From an optimization exercise on the open Yosys and OpenROAD flow, aimed at small area; shortcuts taken in it are not production practice.
At most, simulation tests tie the RTL to the original design; equivalence was not proved.
Function not checked in run 5: the RTL went through the layout flow alone.
Power is estimated from default activity; no workload was simulated. The flow treats the clock pin as an ideal source, which a real chip does not have.

==> flow/run.sh <==
#!/bin/bash
# Own layout flow: the standard ORFS flow (standard.sh, unchanged synthesis,
# floorplan, power grid, placement and routing) with two settings changed:
#  - clock tree synthesis inserts no dummy loads and builds larger sink
#    clusters from clkbuf_16 leaf buffers;
#  - the port buffers that buffer_ports adds are buf_1 instead of the default
#    clock delay buffers.
# The full make output goes to flow_make.log in the work folder; ORFS keeps the
# log of each step under orfs/logs/.
set -euo pipefail
export CTS_ARGS="-sink_clustering_enable -repair_clock_nets -dont_use_dummy_load -buf_list sky130_fd_sc_hd__clkbuf_16 -sink_clustering_size ${CTS_SIZE:-30} -sink_clustering_max_diameter ${CTS_DIAM:-100}"
export BUFFER_PORTS_ARGS="-buffer_cell sky130_fd_sc_hd__buf_1"
bash standard.sh > flow_make.log 2>&1
==> standard.sh <==
#!/bin/bash
# synth_recipe.tcl (not shown) runs the flow's synth.tcl, then flattens the netlist and writes it again
# the make line also repeats each setting of config.mk as NAME=value (left out here)
make -C /OpenROAD-flow-scripts/flow DESIGN_CONFIG=/design/flow/config.mk WORK_HOME=/design/flow/orfs CLKGATE_MAP_FILE= SYNTH_SCRIPT=/design/flow/synth_recipe.tcl "${@:-finish}"
==> config.mk <==
export PLATFORM = sky130hd
export DESIGN_NAME = l2_data_array_nway
export DESIGN_NICKNAME = l2_data_array_nway
export VERILOG_FILES = /design/flow/design.v
export SDC_FILE = /design/flow/constraint.sdc
export NUM_CORES = 8
export LEC_CHECK = 0
export CAP_MARGIN = 20
export CORE_MARGIN = 2
export CORE_UTILIZATION = 60
export PLACE_DENSITY = 0.75
export SETUP_SLACK_MARGIN = 0.15
export SLEW_MARGIN = 20
export SYNTH_HIERARCHICAL = 1
==> constraint.sdc <==
create_clock -name core_clock -period 5.0 [get_ports {clk}]
set_input_delay 1.0000 -clock core_clock [delete_from_list [all_inputs] [get_ports {clk}]]
set_output_delay 1.0000 -clock core_clock [all_outputs]
set_load 0.01 [all_outputs]
==> design.v <==
package l2_pkg;
    typedef enum logic {INIT, IDLE} l2_state_t;
    localparam int unsigned default_s_offset = 5;
    localparam int unsigned default_s_index  = 3;
    localparam int unsigned default_num_ways = 2;
    function automatic int unsigned way_bits(int unsigned n);
        way_bits = (n > 1) ? $clog2(n) : 1;
    endfunction
endpackage
module l2_data_way (
    input  logic a0,
    input  logic b0,
    input  logic a1,
    input  logic b1,
    output logic y
);
    assign y = ~((a0 | b0) & (a1 | b1));
endmodule
module l2_or8 (
    input  logic [7:0] a,
    output logic       y
);
    assign y = ~(~(a[0] | a[1] | a[2] | a[3]) & ~(a[4] | a[5] | a[6] | a[7]));
endmodule
module l2_nor2 (
    input  logic a,
    input  logic b,
    output logic y
);
    assign y = ~(a | b);
endmodule
module l2_nand2 (
    input  logic a,
    input  logic b,
    output logic y
);
    assign y = ~(a & b);
endmodule
module l2_xnor2 (
    input  logic a,
    input  logic b,
    output logic y
);
    assign y = ~(a ^ b);
endmodule
module l2_data_array_nway
#(
    parameter int unsigned s_offset = l2_pkg::default_s_offset,
    parameter int unsigned s_index  = l2_pkg::default_s_index,
    parameter int unsigned num_ways = l2_pkg::default_num_ways,
    localparam int unsigned s_way   = l2_pkg::way_bits(num_ways),
    localparam int unsigned s_mask  = 1 << s_offset,
    localparam int unsigned s_line  = 8 * s_mask
) (
    input  logic               clk,
    input  logic               rst,
    input  logic               read,
    input  logic               write,
    input  logic [s_way-1:0]   way,
    input  logic [s_index-1:0] index,
    input  logic [s_mask-1:0]  write_en,
    input  logic [s_line-1:0]  datain,
    output logic [s_line-1:0]  dataout,
    output logic               resp,
    output logic               ready
);
    localparam int unsigned num_sets  = 1 << s_index;
    localparam int unsigned num_lines = ((num_ways * num_sets + 7) / 8) * 8;
    localparam int unsigned num_pairs = num_lines / 2;
    logic                       init_done;
    logic                       rvalid;
    logic                       phase;
    logic [s_line-1:0]          bits [num_lines];
    logic [s_line-1:0]          bits_next [num_lines];
    logic [s_line-1:0]          datain_x;    
    logic [s_line-1:0]          wdata;       
    logic [num_lines-1:0]       line_keep;   
    logic [num_lines-1:0]       line_n;      
    logic [s_mask-1:0]          byte_n;      
    logic [s_mask-1:0]          byte_load [num_lines];
    logic [num_lines-1:0]       rsel_n;      
    logic [s_line-1:0]          rdata_n;     
    logic                       accept;
    assign accept = init_done && !rst;
    always_comb begin
        for (int unsigned l = 0; l < num_lines; l++) begin
            line_keep[l] = !(accept && write && l < num_ways * num_sets &&
                             32'({way, index}) == l);
            line_n[l]    = line_keep[l] && !rst;
        end
        for (int unsigned b = 0; b < s_mask; b++) begin
            byte_n[b] = !(rst || write_en[b]);
        end
    end
    for (genvar i = 0; i < s_line; i++) begin : gen_din
        l2_xnor2 u_x (.a(datain[i]), .b(phase), .y(datain_x[i]));
        l2_nand2 u_w (.a(write_en[i/8]), .b(datain_x[i]), .y(wdata[i]));
    end
    for (genvar l = 0; l < num_lines; l++) begin : gen_line
        for (genvar b = 0; b < s_mask; b++) begin : gen_byte
            l2_nor2 u_ld (.a(line_n[l]), .b(byte_n[b]), .y(byte_load[l][b]));
            for (genvar k = 0; k < 8; k++) begin : gen_bit
                l2_data_way u_bit (
                    .a0 (bits[l][8*b+k]),
                    .b0 (byte_load[l][b]),
                    .a1 (wdata[8*b+k]),
                    .b1 (line_keep[l]),
                    .y  (bits_next[l][8*b+k])
                );
            end
        end
        always_ff @(posedge clk) begin
            bits[l] <= bits_next[l];
        end
    end
    for (genvar i = 0; i < s_line; i++) begin : gen_rd
        logic [num_pairs-1:0] pair;
        for (genvar p = 0; p < num_pairs; p++) begin : gen_pair
            l2_data_way u_pair (
                .a0 (bits[2*p][i]),
                .b0 (rsel_n[2*p]),
                .a1 (bits[2*p+1][i]),
                .b1 (rsel_n[2*p+1]),
                .y  (pair[p])
            );
        end
        if (num_pairs == 8) begin : gen_or8
            l2_or8 u_or (.a(pair), .y(rdata_n[i]));
        end else begin : gen_orn
            assign rdata_n[i] = |pair;
        end
        l2_xnor2 u_ph (.a(rdata_n[i]), .b(phase), .y(dataout[i]));
    end
    always_ff @(posedge clk) begin
        init_done <= !rst;
        rvalid    <= accept && read;
        phase     <= !rst && !phase;
        for (int unsigned l = 0; l < num_lines; l++) begin
            rsel_n[l] <= !(l < num_ways * num_sets && 32'({way, index}) == l);
        end
    end
    assign resp  = rvalid;
    assign ready = init_done;
endmodule
==> results of run 1 <==
-- area by class of cell --
class                   count  area, um2
multi-input cells        8282      50900
well taps                2958       3700
fillers                 16900      73800
repair buffers            795       5170
flip-flops and latches   4115      82400
inverters                   1       3.75
diodes                     21       52.6
clock buffers             155       3880
-- flip-flops by register name (all words and copies together) (netlist names) --
register / cells
bits: 4096
rsel_n: 16
init_done: 1
phase: 1
rvalid: 1
-- per-stage QoR --
step | std cells | hold slack [ns]
6_report | 16300 | 0.316
5_1_grt | 16300 | 0.333
4_1_cts | 16300 | 0.293
3_5_place_dp | 16100 | 0.438
3_3_place_gp | 16100 | 0.430
2_1_floorplan | 12400 | 0.422
-- cells in the mapped netlist --
cell type	number
nand2_1	524
a41oi_1	2
nor2b_1	4
nand4_1	4
nor2_1	547
a31oi_1	12
nand3_1	16
o22ai_1	6144
buf_2	7
dfxtp_1	4115
and2_1	1
buf_1	1
and3b_1	1
nor4_1	512
clkbuf_1	8
buf_4	1
a41oi_2	2
buf_6	2
xnor2_1	512
and3_1	1
inv_1	1
-- worst reg2reg max path, cell delays in order, from the launching register on --
cell	delay [ns]
dfxtp_1	0.34
and3b_2	0.49
buf_4	0.40
nand4_1	0.18
buf_12	0.76
buf_4	0.98
o22ai_1	0.20
-- logic make-up after synthesis --
logic type,synth area share [%]
xor+xnor,3.37
flops,62.0
compound gates,29.0
simple gates,5.55
buf+inv,0.0772
-- modules after synthesis (local to each module, per instance) --
module,cell area [um2],times used,cells,flops+latches
l2_or8,16.3,256,3,0
l2_data_array_nway,82900,1,4225,4115
l2_nor2,3.75,512,1,0
l2_nand2,3.75,256,1,0
l2_data_way,6.26,6144,1,0
l2_xnor2,8.76,512,1,0
-- repair_timing --
action	CTS	global route
buffers inserted	0	7
endpoints found under the hold margin	0	0
hold buffers	0	0
setup endpoints to repair	0	12
gates resized for setup	0	3
-- how the worst max path moves through the flow --
stage / start / endpoint / slack, ns / cells past startpoint
6_report: rsel_n[3] / dataout[242] / 0.14 / 6
5_1_grt: rsel_n[11] / dataout[212] / 0.16 / 6
4_1_cts: rsel_n[3] / dataout[242] / 0.25 / 6
3_5_place_dp: rst / bits[3][86] / 0.95 / 7
3_3_place_gp: rst / bits[3][192] / 1.04 / 7
2_1_floorplan: rst / bits[11][0] / -3.21 / 6
-- power by group --
group	switching [mW]	internal, mW
combinational	5.76	3.55
sequential	2.11	36.6
clock	9.72	5.62
total	17.6	45.8
-- metal layers --
metal  wire length, um  GRT usage, %  vias to the layer above
li1                  -             -                    53200
met1            178000          51.7                    60000
met2            212000          61.5                     9419
met3             61800          10.5                     2086
met4             33900          26.0                       26
met5               163         0.649                        -
==> notes.md, run 1 <==
syn nets - 12,700
Hold Path Depth - 2
final instance area - 0.146 mm2
YS warnings - 11
initial antenna violation count - 25
Routed Antenna Nets - 0
WS Path Type - flop to primary output
WP data required - 4.00 ns
nets - 13,600
Place WS - 0.952 ns
crit-path max cell delay - 0.77 ns
DR pass1 iterations - 9
Hold Crit Class - input pin to flop
Detailed Route WL - 486 mm
total gr overflow - 0
Avg Cell Area, Syn - 10.7 um2
Max Fclk - 206 MHz
DIE WIDTH - 475 um
r2r startpoint - init_done
clock slew seen by the registers of the worst setup and hold paths - 0.11 ns
Worst Path Buf+Inv - 2
Top Family by Delay on Critical Path - simple AND/OR/NAND/NOR gates
most common cell after layout, fill and taps aside - o22ai_1
number of port buffers - 553
clock sink total - 4,115
Initial Util - 60.4%
Finished Core Util - 66.4%
share of layout cells above drive strength 1 - 3.48%
routed len/inst - 29.8 um
# rows - 172
Tcrit/Tclk final - 97.3%
CTS tree - built
Tot Pwr - 63.4 mW
RePlAce Congestion - 0.910
DRC viols - 0
RR Endpoint - bits[3][3]
final setup vio count - 0
RSZ-0062 raised after global routing - false
post-synth top area share - 62.0%
slowest CP cell - nor4_1
Syn Inst Count - 12,400
worst r2r path cells - 6
Area Growth Syn to Fin - 9.95%
gr usage total - 40.7%
Post-DP Area - 0.142 mm2
DIE AREA - 0.225 mm2
CTS Root Cell - clkbuf_16
Worst Setup End Kind - primary output
headroom to the max-slew limit - 15.2%
Crit path arrival time - 3.86 ns
buffer levels on the longest clock path - 3
largest net degree at the start of global routing - 174
Top Ports - 554
Via Count - 125,000
Slew Limit Fails - 0
Die Y - 475 um
Power Density - 434 mW/mm2
Initial DRC Count - 16,700
worst-margin pin slew - 1.27 ns
latest clock arrival within the worst-skew pair - 0.90 ns
vias in the first global route - 119,000
post-layout min period - 4.86 ns
core area - 0.220 mm2
R2R setup slack - 1.48 ns
Num CTS Buffers - 155
Hold Crit Endpoint - rvalid
startpoint types - flop
most frequent cells in the layout - 6,144 x o22ai_1, 4,098 x dfxtp_1, 552 x buf_1, 532 x nor2_1, 524 x nand2_1
Hold Startpoint - read
Yosys reg bits - 4,115
Leakage Power - 52.3 nW
Final Hold Viols - 0
Fin Setup TNS - 0 ns
Netlist Area Pre-Place - 0.133 mm2
Worst Path Max Fanout - 48
Yosys cell types - 21
Final Skew - 0.0705 ns
top cells by area, synth - dfxtp_1 62%, o22ai_1 29%, xnor2_1 3.4%, nor4_1 2.4%, nor2_1 1.5%
htree depth - 4
outcome - timing/DRC/antenna clean
Seq/Total Area, Yosys - 62.0%
Max-Cap Viols - 0
cells along the critical path - buf_12, o22ai_1, nor4_1, nand2_1, xnor2_1, buf_1
Via density - 7.64
largest area contributor in the netlist - dfxtp_1
highest ir drop seen on vdd - 0.412 mV
setup ws final - 0.136 ns
detailed-placement wirelength estimate - 294 mm
global-route wire length before repair - 715 mm
==> run 2: changes to the inputs <==
--- a/config.mk
+++ b/config.mk
@@ -7,8 +7,7 @@
 export LEC_CHECK = 0
 export CAP_MARGIN = 20
 export CORE_MARGIN = 2
-export CORE_UTILIZATION = 60
-export PLACE_DENSITY = 0.75
-export SETUP_SLACK_MARGIN = 0.15
+export CORE_UTILIZATION = 40
+export PLACE_DENSITY = 0.6
 export SLEW_MARGIN = 20
 export SYNTH_HIERARCHICAL = 1
==> notes.md, run 2 <==
outcome - timing/DRC/antenna clean (unchanged)
Largest Register - bits (unchanged)
Initial DRC Count - 11,500 (was 16,700)
max reg flops - 4,096 (unchanged)
routed len/inst - 28.6 um (was 29.8 um)
Worst setup startpoint - rsel_n[11] (was rsel_n[3])
RePlAce Congestion - 0.849 (was 0.910)
DIE AREA - 0.337 mm2 (was 0.225 mm2)
worst-margin pin slew - 1.22 ns (was 1.27 ns)
initial antenna violation count - 21 (was 25)
most frequent cell after synthesis - o22ai_1 (unchanged)
headroom to the max-slew limit - 18.4% (was 15.2%)
Top Family by Delay on Critical Path - simple AND/OR/NAND/NOR gates (unchanged)
cts hold-fix bufs - 0 (unchanged)
Psw - 18.0 mW (was 17.6 mW)
Hold Startpoint - read (unchanged)
share of layout cells above drive strength 1 - 3.78% (was 3.48%)
vias in the first global route - 113,000 (was 119,000)
Post-synth top cells - 6,144 x o22ai_1, 4,115 x dfxtp_1, 547 x nor2_1 (unchanged)
Routed Antenna Nets - 0 (unchanged)
R2R setup slack - 1.52 ns (was 1.48 ns)
dpl cells - 17,600 (was 16,100)
slowest CP cell - dfxtp_4 (was nor4_1)
Power Density - 432 mW/mm2 (was 434 mW/mm2)
Yosys reg bits - 4,115 (unchanged)
post-cts sizing count - 0 (unchanged)
clock sink total - 4,115 (unchanged)
Finished Core Util - 44.9% (was 66.4%)
r2r startpoint - init_done (unchanged)
internal power - 46.1 mW (was 45.8 mW)
crit-path max cell delay - 0.83 ns (was 0.77 ns)
CP Capture Point - dataout[252] (was dataout[242])
startpoint types - flop (unchanged)
Avg Cell Area, Syn - 10.7 um2 (unchanged)
clock slew seen by the registers of the worst setup and hold paths - 0.11 ns (about the same)
highest ir drop seen on vdd - 0.353 mV (was 0.412 mV)
YS warnings - 11 (unchanged)
register area - 0.0824 mm2 (unchanged)
RR Endpoint - bits[2][191] (was bits[3][3])
DIE WIDTH - 580 um (was 475 um)
Area Growth Syn to Fin - 11.6% (was 9.95%)
async set-reset flop share out of synthesis - 0% (unchanged)
global-route wire length before repair - 745 mm (was 715 mm)
clock share of power - 25.2% (was 24.2%)
Via Count - 119,000 (was 125,000)
Filler cells - 31,900 (was 16,900)
DR pass1 iterations - 6 (was 9)
area taken by multi-input logic gates - 0.0509 mm2 (about the same)
most frequent cells in the layout - 6,144 x o22ai_1, 4,098 x dfxtp_1, 552 x buf_1, 535 x nor2_1, 524 x nand2_1 (was 6,144 x o22ai_1, 4,098 x dfxtp_1, 552 x buf_1, 532 x nor2_1, 524 x nand2_1)
latest clock arrival within the worst-skew pair - 0.90 ns (about the same)
total gr overflow - 0 (unchanged)
Yosys cell types - 21 (unchanged)
htree depth - 4 (unchanged)
Critical Path Stages - 6 (unchanged)
number of port buffers - 553 (unchanged)
Synth Area in XOR/XNOR - 3.37% (unchanged)
Syn Inst Count - 12,400 (unchanged)
sw frac - 28.0% (was 27.8%)
CTS tree - built (unchanged)
Synth Area in Adders - 0% (unchanged)
gr usage total - 28.6% (was 40.7%)
post-synth top area share - 62.0% (unchanged)
Final Hold Viols - 0 (unchanged)
Initial Util - 40.2% (was 60.4%)
Hold Path Depth - 2 (unchanged)
top cells by area, synth - dfxtp_1 62%, o22ai_1 29%, xnor2_1 3.4%, nor4_1 2.4%, nor2_1 1.5% (unchanged)
Detailed Route WL - 509 mm (was 486 mm)
cells along the critical path - buf_4, o22ai_1, nor4_1, nand2_1, xnor2_1, buf_1 (was buf_12, o22ai_1, nor4_1, nand2_1, xnor2_1, buf_1)
largest area contributor in the netlist - dfxtp_1 (unchanged)
most common cell after layout, fill and taps aside - o22ai_1 (unchanged)
Post-Synth Simple-Gate Area - 5.55% (unchanged)
Worst Setup End Kind - primary output (unchanged)
largest net degree at the start of global routing - 189 (was 174)
Via density - 6.70 (was 7.64)
Die Y - 580 um (was 475 um)
Max Fclk - 206 MHz (about the same)
final setup vio count - 0 (unchanged)
Netlist Area Pre-Place - 0.133 mm2 (unchanged)
Main synth FF type - dfxtp_1 (unchanged)
post-CTS setup buffers - 0 (unchanged)
Tcrit/Tclk final - 96.9% (was 97.3%)
WS Path Type - flop to primary output (unchanged)
Hold Crit Class - input pin to flop (unchanged)
Worst Path Buf+Inv - 2 (unchanged)
# rows - 211 (was 172)
Crit path arrival time - 3.85 ns (was 3.86 ns)
worst r2r path cells - 6 (unchanged)
Worst Path Max Fanout - 31 (was 48)
Post-synth EDFFs - 0 (unchanged)
Leakage Power - 52.6 nW (was 52.3 nW)
Regs by FF count - bits (4096), rsel_n (16) (unchanged)
CTS Root Cell - clkbuf_16 (unchanged)
Synth Area in Compound Gates - 29.0% (unchanged)
DRC viols - 0 (unchanged)
WP data required - 4.00 ns (about the same)
RSZ-0062 raised after global routing - false (unchanged)
detailed-placement wirelength estimate - 313 mm (was 294 mm)
syn nets - 12,700 (unchanged)
nets - 13,700 (was 13,600)
register share of total power - 60.2% (was 61.1%)
Gate power share - 14.6% (was 14.7%)
Num CTS Buffers - 165 (was 155)
post-layout min period - 4.85 ns (was 4.86 ns)
Max-Cap Viols - 0 (unchanged)
core area - 0.331 mm2 (was 0.220 mm2)
Final Skew - 0.0942 ns (was 0.0705 ns)
main combinational cell family by area after synthesis - compound AO/OA/AOI/OAI gates (unchanged)
Tot Pwr - 64.1 mW (was 63.4 mW)
buffer levels on the longest clock path - 4 (was 3)
Top Ports - 554 (unchanged)
Seq/Total Area, Yosys - 62.0% (unchanged)
Slew Limit Fails - 0 (unchanged)
mux share of post-synthesis cell area - 0% (unchanged)
fin cells - 17,800 (was 16,300)
-- run 2: cell counts after synthesis --
Identical to the previous run, type by type.
-- run 2: per-layer routing --
metal / vias up / routed length [um] / track usage (%) / share of wire [%]
li1: 53300 / - / - / -
met2: 5592 / 225000 / 44.1 / 44
met1: 59000 / 215000 / 38.4 / 42
met4: 20 / 27300 / 14.9 / 5.4
met5: - / 131 / 0 / 0.026
met3: 1097 / 41600 / 4.68 / 8.2
-- run 2: cells by family (layout without fill, tap and decap cells) --
| logic type | count (synthesis) | after routing |
|---|---|---|
| other cells | 0 | 17 |
| simple gates | 1610 | 1610 |
| xor+xnor | 512 | 512 |
| flops | 4115 | 4115 |
| buf+inv | 20 | 998 |
| compound gates | 6160 | 6160 |
-- run 2: final cells by class --
class,count,share of cell area [%]
Antenna cell,17,0.0287
Clock buffer,165,2.78
Inverter,1,0.00253
Multi-Input combinational cell,8282,34.3
Sequential cell,4115,55.6
Tap cell,4366,3.68
Timing Repair Buffer,832,3.61
-- run 2: how the worst min path moves through the flow --
stage	slack (ns)	to
finish	0.34	rvalid
global route	0.34	rvalid
CTS	0.28	rvalid
detailed placement	0.44	bits[15][197]
global placement	0.43	bits[15][246]
floorplan	0.42	bits[11][0]
-- run 2: Yosys stat by module, one instance, submodules excluded --
| module | times used | flip-flops and latches | cells |
|---|---|---|---|
| l2_data_array_nway | 1 | 4115 | 4225 |
| l2_or8 | 256 | 0 | 3 |
| l2_xnor2 | 512 | 0 | 1 |
| l2_data_way | 6144 | 0 | 1 |
| l2_nand2 | 256 | 0 | 1 |
| l2_nor2 | 512 | 0 | 1 |
-- run 2: power by group through the flow --
stage	Combinational, mW	Sequential [mW]	Clock (mW)
finish	9.36	38.6	16.2
global route	9.95	39.0	17.4
CTS	9.19	38.6	16.3
detailed placement	9.19	39.3	0
global placement	9.02	39.2	0
floorplan	5.79	39.1	0
-- run 2: stage by stage --
| stage | hold WS, ns | worst slack (ns) | instance area, um2 | TNS (ns) |
|---|---|---|---|---|
| floorplan | 0.422 | -3.21 | 133000 | -9984.21 |
| global placement | 0.430 | 0.891 | 144000 | 0 |
| detailed placement | 0.438 | 0.819 | 144000 | 0 |
| CTS | 0.284 | 0.229 | 148000 | 0 |
| global route | 0.341 | 0.109 | 148000 | 0 |
| finish | 0.337 | 0.154 | 148000 | 0 |
==> run 3: changes to the inputs <==
==> run.sh (new file) <==
#!/bin/bash
# synth_recipe.tcl (not shown) runs the flow's synth.tcl, then flattens the netlist and writes it again
# the make line also repeats each setting of config.mk as NAME=value (left out here)
make -C /OpenROAD-flow-scripts/flow DESIGN_CONFIG=/design/flow/config.mk WORK_HOME=/design/flow/orfs CLKGATE_MAP_FILE= SYNTH_SCRIPT=/design/flow/synth_recipe.tcl finish
--- a/config.mk
+++ b/config.mk
@@ -8,6 +8,9 @@
 export CAP_MARGIN = 20
 export CORE_MARGIN = 2
 export CORE_UTILIZATION = 40
+export CTS_BUF_LIST = sky130_fd_sc_hd__clkbuf_16
+export CTS_CLUSTER_DIAMETER = 100
+export CTS_CLUSTER_SIZE = 30
 export PLACE_DENSITY = 0.6
 export SLEW_MARGIN = 20
 export SYNTH_HIERARCHICAL = 1
removed: flow/run.sh
removed: standard.sh
==> notes.md, run 3 <==
latest clock arrival within the worst-skew pair - 0.91 ns (was 0.90 ns)
Via density - 6.69 (was 6.70)
# rows - 211 (unchanged)
CTS tree - built (unchanged)
Main synth FF type - dfxtp_1 (unchanged)
Seq/Total Area, Yosys - 62.0% (unchanged)
most frequent cells in the layout - 6,144 x o22ai_1, 4,098 x dfxtp_1, 550 x clkdlybuf4s50_1, 535 x nor2_1, 523 x nand2_1 (was 6,144 x o22ai_1, 4,098 x dfxtp_1, 552 x buf_1, 535 x nor2_1, 524 x nand2_1)
Detailed Route WL - 510 mm (was 509 mm)
CTS Root Cell - clkbuf_16 (unchanged)
Syn Inst Count - 12,400 (unchanged)
Yosys reg bits - 4,115 (unchanged)
vias in the first global route - 113,000 (about the same)
DIE WIDTH - 580 um (unchanged)
fin cells - 17,900 (was 17,800)
Filler cells - 31,400 (was 31,900)
Final Skew - 0.0471 ns (was 0.0942 ns)
Slew Limit Fails - 0 (unchanged)
Routed Antenna Nets - 0 (unchanged)
nets - 13,800 (was 13,700)
DRC viols - 0 (unchanged)
WS Path Type - flop to primary output (unchanged)
final instance area - 0.153 mm2 (was 0.148 mm2)
YS warnings - 11 (unchanged)
clock slew seen by the registers of the worst setup and hold paths - 0.11 ns (about the same)
Initial DRC Count - 12,500 (was 11,500)
Via Count - 120,000 (was 119,000)
Netlist Area Pre-Place - 0.133 mm2 (unchanged)
RePlAce Congestion - 0.854 (was 0.849)
WP data required - 4.00 ns (about the same)
Hold Crit Class - flop to flop (was input pin to flop)
max reg flops - 4,096 (unchanged)
dpl cells - 17,700 (was 17,600)
Crit path arrival time - 4.05 ns (was 3.85 ns)
worst-margin pin slew - 1.20 ns (was 1.22 ns)
R2R setup slack - 2.01 ns (was 1.52 ns)
Post-DP Area - 0.149 mm2 (was 0.144 mm2)
DR pass1 iterations - 6 (unchanged)
Fin Setup TNS - -0.133 ns (was 0 ns)
Worst Path Max Fanout - 39 (was 31)
async set-reset flop share out of synthesis - 0% (unchanged)
syn nets - 12,700 (unchanged)
Largest Register - bits (unchanged)
Avg Cell Area, Syn - 10.7 um2 (unchanged)
most common cell after layout, fill and taps aside - o22ai_1 (unchanged)
htree depth - 4 (unchanged)
Leakage Power - 55.0 nW (was 52.6 nW)
RSZ-0062 raised after global routing - false (unchanged)
Final Hold Viols - 0 (unchanged)
most frequent cell after synthesis - o22ai_1 (unchanged)
Yosys cell types - 21 (unchanged)
detailed-placement wirelength estimate - 313 mm (about the same)
Post-synth EDFFs - 0 (unchanged)
total gr overflow - 0 (unchanged)
Max Fclk - 198 MHz (was 206 MHz)
Die Y - 580 um (unchanged)
core area - 0.331 mm2 (unchanged)
Max-Cap Viols - 0 (unchanged)
Regs by FF count - bits (4096), rsel_n (16) (unchanged)
setup ws final - -0.0452 ns (was 0.154 ns)
Layout Check Fails - setup timing
Area Growth Syn to Fin - 15.5% (was 11.6%)
register area - 0.0824 mm2 (unchanged)
highest ir drop seen on vdd - 0.264 mV (was 0.353 mV)
area taken by multi-input logic gates - 0.0511 mm2 (was 0.0509 mm2)
routed len/inst - 28.5 um (was 28.6 um)
headroom to the max-slew limit - 19.9% (was 18.4%)
post-synth top area share - 62.0% (unchanged)
startpoint types - flop (unchanged)
Post-synth top cells - 6,144 x o22ai_1, 4,115 x dfxtp_1, 547 x nor2_1 (unchanged)
top cells by area, synth - dfxtp_1 62%, o22ai_1 29%, xnor2_1 3.4%, nor4_1 2.4%, nor2_1 1.5% (unchanged)
clock sink total - 4,115 (unchanged)
final hold slack - 0.448 ns (was 0.337 ns)
DIE AREA - 0.337 mm2 (unchanged)
Top Ports - 554 (unchanged)
Worst Setup End Kind - primary output (unchanged)
cts hold-fix bufs - 0 (unchanged)
post-layout min period - 5.05 ns (was 4.85 ns)
buffer levels on the longest clock path - 4 (unchanged)
Tcrit/Tclk final - 101% (was 96.9%)
Num CTS Buffers - 163 (was 165)
number of port buffers - 553 (unchanged)
Power Density - 427 mW/mm2 (was 432 mW/mm2)
Initial Util - 40.2% (unchanged)
final setup vio count - 6 (was 0)
outcome - failed layout checks (was timing/DRC/antenna clean)
gr usage total - 28.6% (about the same)
largest area contributor in the netlist - dfxtp_1 (unchanged)
largest net degree at the start of global routing - 169 (was 189)
Finished Core Util - 46.4% (was 44.9%)
initial antenna violation count - 15 (was 21)
share of layout cells above drive strength 1 - 4.97% (was 3.78%)
global-route wire length before repair - 747 mm (was 745 mm)
[run 3: cell counts after synthesis]
No cell type changed its count.
[run 3: power by group]
group          internal [mW]  switching, mW  total, mW
clock network           6.20           10.4       16.6
registers               36.6           1.96       38.6
logic                   4.51           5.88       10.4
[run 3: cells by family (layout without fill, tap and decap cells)]
| logic type | after synthesis | count (layout) | synth area share [%] |
|---|---|---|---|
| AOI/OAI and AO/OA | 6160 | 6160 | 29.0 |
| DFF | 4115 | 4115 | 62.0 |
| and+or+nand+nor | 1610 | 1610 | 5.55 |
| xor gates and xnor gates | 512 | 512 | 3.37 |
| buffers and inverters | 20 | 1125 | 0.0772 |
| other | 0 | 10 | 0 |
[run 3: worst max-delay path, cell delays in order (launching register included)]
cell and delay, ns:
dfxtp_4 0.71, buf_12 0.34, o22ai_1 0.15, nor4_1 0.62
nand2_1 0.22, xnor2_2 0.44, clkdlybuf4s50_1 0.63
[run 3: timing repair]
action                     4_1_cts  5_1_grt
setup buffers                    1        9
setup endpoints to repair        9       70
pin swaps                        0        0
gates resized for setup          6       39
cloned                           0        0
[run 3: Yosys stat by module, one instance, submodules excluded]
module / cell area, um2 / flip-flops and latches / copies in the design / cells inside
l2_or8: 16.3 / 0 / 256 / 3
l2_data_array_nway: 82900 / 4115 / 1 / 4225
l2_xnor2: 8.76 / 0 / 512 / 1
l2_data_way: 6.26 / 0 / 6144 / 1
l2_nor2: 3.75 / 0 / 512 / 1
l2_nand2: 3.75 / 0 / 256 / 1
[run 3: through the flow]
| stage | setup slack, ns | power, mW |
|---|---|---|
| after global routing | 0.00200 | 67.9 |
| after global placement | 0.798 | 49.2 |
| final | -0.0452 | 65.6 |
| after detailed placement | 0.821 | 49.4 |
| after CTS | 0.00741 | 65.5 |
| after floorplan | -3.21 | 44.9 |
[run 3: area by class of cell]
cell class	count	share of cell area (%)
antenna	10	0.0163
tap	4366	3.56
clock buffer	166	2.71
clock inverter	24	0.215
inverter	1	0.00245
multi-input combinational	8282	33.3
timing repair buffer	934	6.46
sequential	4115	53.7
[run 3: final timing paths]
path | start | end | cells after the start
hold reg to reg | bits[15][124] | bits[15][124] | 1
hold / removal | bits[15][124] | bits[15][124] | 1
setup reg to reg | init_done | bits[0][30] | 5
setup / recovery | rsel_n[14] | dataout[215] | 6
[run 3: routing by layer]
metal | wire (um) | part of all wire, % | vias to the layer above | global-route usage (%)
met1 | 218000 | 43 | 59600 | 39.6
met4 | 23900 | 4.7 | 10 | 12.7
met2 | 223000 | 44 | 5709 | 43.6
li1 | - | - | 53500 | -
met3 | 44600 | 8.8 | 949 | 4.81
met5 | 57 | 0.011 | - | 0
==> run 4: changes to the inputs <==
--- a/config.mk
+++ b/config.mk
@@ -12,5 +12,6 @@
 export CTS_CLUSTER_DIAMETER = 100
 export CTS_CLUSTER_SIZE = 30
 export PLACE_DENSITY = 0.6
+export SETUP_SLACK_MARGIN = 0.2
 export SLEW_MARGIN = 20
 export SYNTH_HIERARCHICAL = 1
==> notes.md, run 4 <==
detailed-placement wirelength estimate - 313 mm (unchanged)
RePlAce Congestion - 0.854 (unchanged)
DIE WIDTH - 580 um (unchanged)
Top Ports - 554 (unchanged)
Post-synth EDFFs - 0 (unchanged)
Area Growth Syn to Fin - 16.3% (was 15.5%)
DR pass1 iterations - 6 (unchanged)
Hold Crit Class - flop to flop (unchanged)
Detailed Route WL - 513 mm (was 510 mm)
DIE AREA - 0.337 mm2 (unchanged)
Yosys cell types - 21 (unchanged)
latest clock arrival within the worst-skew pair - 0.95 ns (was 0.91 ns)
Yosys reg bits - 4,115 (unchanged)
number of port buffers - 553 (unchanged)
Power Density - 425 mW/mm2 (was 427 mW/mm2)
headroom to the max-slew limit - -11.1% (was 19.9%)
WS Path Type - flop to primary output (unchanged)
worst r2r path cells - 5 (unchanged)
outcome - failed layout checks (unchanged)
Hold Path Depth - 1 (unchanged)
Max-Cap Viols - 0 (unchanged)
worst-margin pin slew - 1.67 ns (was 1.20 ns)
htree depth - 4 (unchanged)
dpl cells - 17,700 (unchanged)
Final Skew - 0.0453 ns (was 0.0471 ns)
nets - 13,800 (about the same)
Hold Startpoint - bits[15][121] (was bits[15][124])
final setup vio count - 0 (was 6)
most frequent cell after synthesis - o22ai_1 (unchanged)
core area - 0.331 mm2 (unchanged)
Worst Setup End Kind - primary output (unchanged)
met2 Usage GRT - 43.8% (was 43.6%)
Worst Path Max Fanout - 15 (was 39)
YS warnings - 11 (unchanged)
Place WS - 0.821 ns (unchanged)
RSZ-0062 raised after global routing - true (was false)
Tcrit/Tclk final - 97.8% (was 101%)
most common cell after layout, fill and taps aside - o22ai_1 (unchanged)
share of layout cells above drive strength 1 - 5.91% (was 4.97%)
Final Hold Viols - 0 (unchanged)
met1 Use GR - 39.8% (was 39.6%)
RR Endpoint - bits[2][54] (was bits[0][30])
top cells by area, synth - dfxtp_1 62%, o22ai_1 29%, xnor2_1 3.4%, nor4_1 2.4%, nor2_1 1.5% (unchanged)
initial antenna violation count - 16 (was 15)
setup ws final - 0.112 ns (was -0.0452 ns)
Post-synth top cells - 6,144 x o22ai_1, 4,115 x dfxtp_1, 547 x nor2_1 (unchanged)
most congested layer reported by global routing - met2 (unchanged)
Regs by FF count - bits (4096), rsel_n (16) (unchanged)
global-route wire length before repair - 751 mm (was 747 mm)
CTS tree - built (unchanged)
largest area contributor in the netlist - dfxtp_1 (unchanged)
WP data required - 4.00 ns (about the same)
post-layout min period - 4.89 ns (was 5.05 ns)
DRC viols - 0 (unchanged)
Die Y - 580 um (unchanged)
Initial DRC Count - 12,500 (about the same)
r2r startpoint - phase (was init_done)
Max Fclk - 205 MHz (was 198 MHz)
highest ir drop seen on vdd - 0.263 mV (was 0.264 mV)
Netlist Area Pre-Place - 0.133 mm2 (unchanged)
vias in the first global route - 113,000 (about the same)
post-synth top area share - 62.0% (unchanged)
CTS Root Cell - clkbuf_16 (unchanged)
Syn Inst Count - 12,400 (unchanged)
Avg Cell Area, Syn - 10.7 um2 (unchanged)
largest net degree at the start of global routing - 169 (unchanged)
Via Count - 120,000 (about the same)
clock slew seen by the registers of the worst setup and hold paths - 0.11 ns (about the same)
Crit path arrival time - 3.89 ns (was 4.05 ns)
Slew Limit Fails - 47 (was 0)
total gr overflow - 0 (unchanged)
syn nets - 12,700 (unchanged)
Routed Antenna Nets - 0 (unchanged)
R2R setup slack - 1.98 ns (was 2.01 ns)
Hold Crit Endpoint - bits[15][121] (was bits[15][124])
startpoint types - flop (unchanged)
Largest Register - bits (unchanged)
met3 Track Usage GR - 5.05% (was 4.81%)
buffer levels on the longest clock path - 4 (unchanged)
Leakage Power - 55.5 nW (was 55.0 nW)
max reg flops - 4,096 (unchanged)
async set-reset flop share out of synthesis - 0% (unchanged)
cts hold-fix bufs - 0 (unchanged)
clock sink total - 4,115 (unchanged)
Main synth FF type - dfxtp_1 (unchanged)
# rows - 211 (unchanged)
Initial Util - 40.2% (unchanged)
gr usage total - 28.8% (was 28.6%)
fin cells - 17,900 (about the same)
most frequent cells in the layout - 6,144 x o22ai_1, 4,098 x dfxtp_1, 549 x clkdlybuf4s50_1, 535 x nor2_1, 522 x nand2_1 (was 6,144 x o22ai_1, 4,098 x dfxtp_1, 550 x clkdlybuf4s50_1, 535 x nor2_1, 523 x nand2_1)
Layout Check Fails - slew limit (was setup timing)
Num CTS Buffers - 163 (unchanged)
Via density - 6.70 (was 6.69)
routed len/inst - 28.6 um (was 28.5 um)
Seq/Total Area, Yosys - 62.0% (unchanged)
-- run 4: cell families (layout without fill, tap and decap cells) --
family / count (synthesis) / in the layout / share of synthesized area (%)
buffers and inverters: 20 / 1171 / 0.0772
xor gates and xnor gates: 512 / 512 / 3.37
AOI/OAI and AO/OA: 6160 / 6160 / 29.0
DFF: 4115 / 4115 / 62.0
and+or+nand+nor: 1610 / 1610 / 5.55
other: 0 / 12 / 0
-- run 4: layer usage --
metal,vias to the layer above,routed length [um]
met3,968,43800
met1,59900,220000
met5,-,52
met4,8,24600
met2,5693,224000
li1,53700,-
-- run 4: worst max path at each step --
stage               start      endpoint  slack (ns)  cells after the start
4_1_cts         rsel_n[3]  dataout[209]        0.08                      7
3_3_place_gp     index[0]    bits[1][7]        0.80                      6
6_report       rsel_n[14]  dataout[209]        0.11                      6
3_5_place_dp     index[0]    bits[1][5]        0.82                      6
5_1_grt        rsel_n[14]  dataout[213]        0.19                      6
2_1_floorplan         rst   bits[11][0]       -3.21                      6
-- run 4: through the flow --
step	hold WS (ns)	power [mW]	instance area (um2)	util [%]	setup TNS [ns]
global route	0.459	68.0	155000	46.8	0
CTS	0.451	65.6	154000	46.6	0
floorplan	0.422	44.9	133000	-	-9984.21
finish	0.449	65.7	155000	46.8	0
global placement	0.430	49.2	148000	44.9	0
detailed placement	0.438	49.4	149000	44.9	0
-- run 4: cell type report --
type,instances,area [um2]
clock inverters,24,330
clock buffers,166,4150
repair buffers,980,10500
multi-input cells,8282,51700
diodes,12,30.0
inverters,1,3.75
fillers,31300,176000
well taps,4366,5460
flip-flops and latches,4115,82400
-- run 4: where the power goes --
group	internal, mW	switching, mW	leakage, nW
Clock	6.20	10.4	2.20
Sequential	36.6	1.94	34.6
Combinational	4.58	5.95	18.7
Total	47.4	18.3	55.5
-- run 4: modules after synthesis (local to each module, per instance) --
module | cell area (um2) | cells | copies in the design | flops+latches
l2_or8 | 16.3 | 3 | 256 | 0
l2_data_array_nway | 82900 | 4225 | 1 | 4115
l2_xnor2 | 8.76 | 1 | 512 | 0
l2_nand2 | 3.75 | 1 | 256 | 0
l2_nor2 | 3.75 | 1 | 512 | 0
l2_data_way | 6.26 | 1 | 6144 | 0
-- run 4: what timing repair did --
item,in CTS,in global routing
pin swaps,0,1
endpoints found under the hold margin,0,0
cloned,0,1
gates resized for setup,100,44
setup endpoints to repair,188,116
buffers inserted,26,29
-- run 4: worst max-delay path, cell delays in order (launching register included) --
cell and delay (ns):
dfxtp_4 0.64, buf_4 0.37, o22ai_1 0.16, nor4_1 0.56
nand2_1 0.20, xnor2_2 0.40, clkdlybuf4s50_1 0.64
==> run 5: changes to the inputs <==
--- a/design.v
+++ b/design.v
@@ -16,11 +16,14 @@
 );
     assign y = ~((a0 | b0) & (a1 | b1));
 endmodule
-module l2_or8 (
-    input  logic [7:0] a,
-    output logic       y
+module l2_nand4 (
+    input  logic a,
+    input  logic b,
+    input  logic c,
+    input  logic d,
+    output logic y
 );
-    assign y = ~(~(a[0] | a[1] | a[2] | a[3]) & ~(a[4] | a[5] | a[6] | a[7]));
+    assign y = ~(a & b & c & d);
 endmodule
 module l2_nor2 (
     input  logic a,
@@ -125,7 +128,12 @@
             );
         end
         if (num_pairs == 8) begin : gen_or8
-            l2_or8 u_or (.a(pair), .y(rdata_n[i]));
+            logic [3:0] quad_n;
+            for (genvar q = 0; q < 4; q++) begin : gen_q
+                l2_nor2 u_nor (.a(pair[2*q]), .b(pair[2*q+1]), .y(quad_n[q]));
+            end
+            l2_nand4 u_or (.a(quad_n[0]), .b(quad_n[1]), .c(quad_n[2]), .d(quad_n[3]),
+                           .y(rdata_n[i]));
         end else begin : gen_orn
             assign rdata_n[i] = |pair;
         end
--- a/config.mk
+++ b/config.mk
@@ -12,6 +12,5 @@
 export CTS_CLUSTER_DIAMETER = 100
 export CTS_CLUSTER_SIZE = 30
 export PLACE_DENSITY = 0.6
-export SETUP_SLACK_MARGIN = 0.2
 export SLEW_MARGIN = 20
 export SYNTH_HIERARCHICAL = 1
==> notes.md, run 5 <==
slowest CP cell - dfxtp_4 (unchanged)
total gr overflow - 0 (unchanged)
headroom to the max-slew limit - 13.6% (was -11.1%)
Area Growth Syn to Fin - 14.5% (was 16.3%)
Tcrit/Tclk final - 101% (was 97.8%)
Layout Check Fails - setup timing (was slew limit)
DIE WIDTH - 583 um (was 580 um)
routed len/inst - 27.3 um (was 28.6 um)
syn nets - 13,200 (was 12,700)
async set-reset flop share out of synthesis - 0% (unchanged)
Hold Crit Class - flop to flop (unchanged)
setup ws final - -0.0583 ns (was 0.112 ns)
# rows - 212 (was 211)
initial antenna violation count - 22 (was 16)
RSZ-0062 raised after global routing - false (was true)
Syn Inst Count - 12,900 (was 12,400)
Worst Path Max Fanout - 34 (was 15)
R2R setup slack - 1.74 ns (was 1.98 ns)
Hold Path Depth - 1 (unchanged)
Detailed Route WL - 500 mm (was 513 mm)
Main synth FF type - dfxtp_1 (unchanged)
CTS Root Cell - clkbuf_16 (unchanged)
worst r2r path cells - 5 (unchanged)
Largest Register - bits (unchanged)
clock slew seen by the registers of the worst setup and hold paths - 0.10 ns (was 0.11 ns)
Avg Cell Area, Syn - 10.4 um2 (was 10.7 um2)
largest area contributor in the netlist - dfxtp_1 (unchanged)
Leakage Power - 54.5 nW (was 55.5 nW)
Initial Util - 40.2% (about the same)
detailed-placement wirelength estimate - 320 mm (was 313 mm)
Initial DRC Count - 12,100 (was 12,500)
latest clock arrival within the worst-skew pair - 0.91 ns (was 0.95 ns)
largest net degree at the start of global routing - 154 (was 169)
max reg flops - 4,096 (unchanged)
gr usage total - 27.9% (was 28.8%)
Netlist Area Pre-Place - 0.134 mm2 (was 0.133 mm2)
Yosys reg bits - 4,115 (unchanged)
WS Path Type - flop to primary output (unchanged)
most common cell after layout, fill and taps aside - o22ai_1 (unchanged)
vias in the first global route - 112,000 (was 113,000)
Post-synth EDFFs - 0 (unchanged)
DR pass1 iterations - 6 (unchanged)
cells along the critical path - buf_12, o22ai_1, nor2_1, nand4_1, xnor2_1, clkdlybuf4s50_1 (was buf_4, o22ai_1, nor4_1, nand2_1, xnor2_2, clkdlybuf4s50_1)
final instance area - 0.154 mm2 (was 0.155 mm2)
Post-DP Area - 0.149 mm2 (about the same)
Slew Limit Fails - 0 (was 47)
nets - 14,200 (was 13,800)
number of port buffers - 553 (unchanged)
share of layout cells above drive strength 1 - 3.72% (was 5.91%)
Seq/Total Area, Yosys - 61.4% (was 62.0%)
Power Density - 426 mW/mm2 (was 425 mW/mm2)
crit-path max cell delay - 0.83 ns (was 0.64 ns)
Worst setup startpoint - rsel_n[10] (was rsel_n[14])
Via Count - 120,000 (about the same)
core area - 0.334 mm2 (was 0.331 mm2)
post-synth top area share - 61.4% (was 62.0%)
startpoint types - flop (unchanged)
RePlAce Congestion - 0.823 (was 0.854)
final hold slack - 0.447 ns (was 0.449 ns)
highest ir drop seen on vdd - 0.286 mV (was 0.263 mV)
DRC viols - 0 (unchanged)
Die Y - 583 um (was 580 um)
Post-synth top cells - 6,144 x o22ai_1, 4,115 x dfxtp_1, 1,571 x nor2_1 (was 6,144 x o22ai_1, 4,115 x dfxtp_1, 547 x nor2_1)
Num CTS Buffers - 163 (unchanged)
worst-margin pin slew - 1.30 ns (was 1.67 ns)
Crit path arrival time - 4.06 ns (was 3.89 ns)
Max-Cap Viols - 0 (unchanged)
Regs by FF count - bits (4096), rsel_n (16) (unchanged)
RR Endpoint - bits[7][144] (was bits[2][54])
Hold Startpoint - bits[10][152] (was bits[15][121])
most frequent cell after synthesis - o22ai_1 (unchanged)
outcome - failed layout checks (unchanged)
htree depth - 4 (unchanged)
Via density - 6.54 (was 6.70)
Yosys cell types - 20 (was 21)
YS warnings - 11 (unchanged)
Top Ports - 554 (unchanged)
clock sink total - 4,115 (unchanged)
r2r startpoint - init_done (was phase)
buffer levels on the longest clock path - 4 (unchanged)
final setup vio count - 1 (was 0)
top cells by area, synth - dfxtp_1 61%, o22ai_1 29%, nor2_1 4.4%, xnor2_1 3.3%, nand4_1 1.2% (was dfxtp_1 62%, o22ai_1 29%, xnor2_1 3.4%, nor4_1 2.4%, nor2_1 1.5%)
DIE AREA - 0.340 mm2 (was 0.337 mm2)
Final Hold Viols - 0 (unchanged)
global-route wire length before repair - 737 mm (was 751 mm)
most frequent cells in the layout - 6,144 x o22ai_1, 4,098 x dfxtp_1, 1,557 x nor2_1, 552 x clkdlybuf4s50_1, 512 x xnor2_1 (was 6,144 x o22ai_1, 4,098 x dfxtp_1, 549 x clkdlybuf4s50_1, 535 x nor2_1, 522 x nand2_1)
Max Fclk - 198 MHz (was 205 MHz)
Hold Crit Endpoint - bits[10][152] (was bits[15][121])
Final Skew - 0.0518 ns (was 0.0453 ns)
Worst Setup End Kind - primary output (unchanged)
WP data required - 4.00 ns (about the same)
Routed Antenna Nets - 0 (unchanged)
post-layout min period - 5.06 ns (was 4.89 ns)
CTS tree - built (unchanged)
-- run 5: per-layer routing --
metal	vias to the layer above	global-route usage, %	wire length, um
met2	4954	42.7	220000
li1	54400	-	-
met3	672	3.64	39600
met1	59900	40.4	224000
met5	-	0	60
met4	8	9.07	17000
-- run 5: metrics by stage --
step	power (mW)	TNS [ns]	cells	setup WS [ns]	util, %
after floorplan	44.9	-9984.21	12900	-3.21	-
after global placement	49.1	0	18100	0.679	44.7
after detailed placement	49.3	0	18100	0.679	44.7
after CTS	65.5	0	18300	0.0119	46.0
after global routing	67.9	0	18300	0.0164	46.1
final	65.4	-0.0583	18300	-0.0583	46.1
-- run 5: per-module statistics from Yosys, one instance, submodules excluded --
module / copies in the design / flops+latches / area (um2)
l2_data_way: 6144 / 0 / 6.26
l2_nor2: 1536 / 0 / 3.75
l2_nand4: 256 / 0 / 6.26
l2_data_array_nway: 1 / 4115 / 82900
l2_nand2: 256 / 0 / 3.75
l2_xnor2: 512 / 0 / 8.76
-- run 5: layout make-up --
cell class	count	area (um2)
Inverter	1	3.75
Multi-Input combinational cell	8794	52100
Fill cell	31900	180000
Clock buffer	166	4150
Antenna cell	8	20.0
Sequential cell	4115	82400
Timing Repair Buffer	820	9130
Clock inverter	27	315
Tap cell	4387	5490
-- run 5: cells by family (layout without fill, tap and decap cells) --
family / count (synthesis) / in the layout / share of synthesized area [%]
XOR/XNOR: 512 / 512 / 3.34
AND/OR/NAND/NOR: 2122 / 2122 / 6.45
buffers and inverters: 20 / 1014 / 0.0765
flip-flops: 4115 / 4115 / 61.4
other: 0 / 8 / 0
AO/OA/AOI/OAI: 6160 / 6160 / 28.7
-- run 5: worst max-delay path: cells and delay by family (launching register included) --
family                    cells  cell delay, ns
DFF                           1            0.83
xor gates and xnor gates      1            0.75
buffers and inverters         2            0.98
and+or+nand+nor               2            0.41
AOI/OAI and AO/OA             1            0.12
-- run 5: what timing repair did --
item,in CTS,in global routing
pin swaps,0,0
endpoints found under the setup margin,1,6
resized for setup,1,1
hold endpoints to repair,0,0
hold buffers,0,0
buffers inserted,0,3
-- run 5: power breakdown --
part	leakage (nW)	switching, mW	internal [mW]
clock network	2.21	10.4	6.24
registers	34.6	1.97	36.6
logic	17.6	5.80	4.38
total	54.5	18.2	47.2
-- run 5: worst max-delay path by stage --
stage	cells after the start	end
after floorplan	6	bits[11][0]
after global placement	7	bits[13][234]
after detailed placement	7	bits[13][236]
after CTS	6	dataout[20]
final	6	dataout[23]
after global routing	6	dataout[23]

## port drivers added, routing unchanged
The results above use ideal ports. As a check the final layouts listed here were re-extracted and re-timed, cells and wires unchanged. Step 1 assumes that a clkbuf_16 drives the clock port and a buf_2 every other input. Step 2 moves the port delays by t, midway between the first and last clock arrival at a register: inputs arrive t later, outputs are due t later. That takes back most of the time a late clock gives input paths. Slacks: ideal / step 1 / step 2; pairs: ideal / step 1.
run | t (ns) | slack for setup (ns) | worst setup path after step 2 | worst slew at a driven data input, ns
run 1 | 0.962 | 0.136 / 0.040 / 0.699 | input to register | 0.13
run 2 | 0.980 | 0.154 / 0.056 / 0.586 | input to register | 0.18
run 3 | 1.004 | -0.045 / -0.143 / 0.559 | input to register | 0.17
run 4 | 1.005 | 0.112 / 0.013 / 0.525 | input to register | 0.18
run 5 | 0.990 | -0.058 / -0.160 / 0.541 | input to register | 0.19
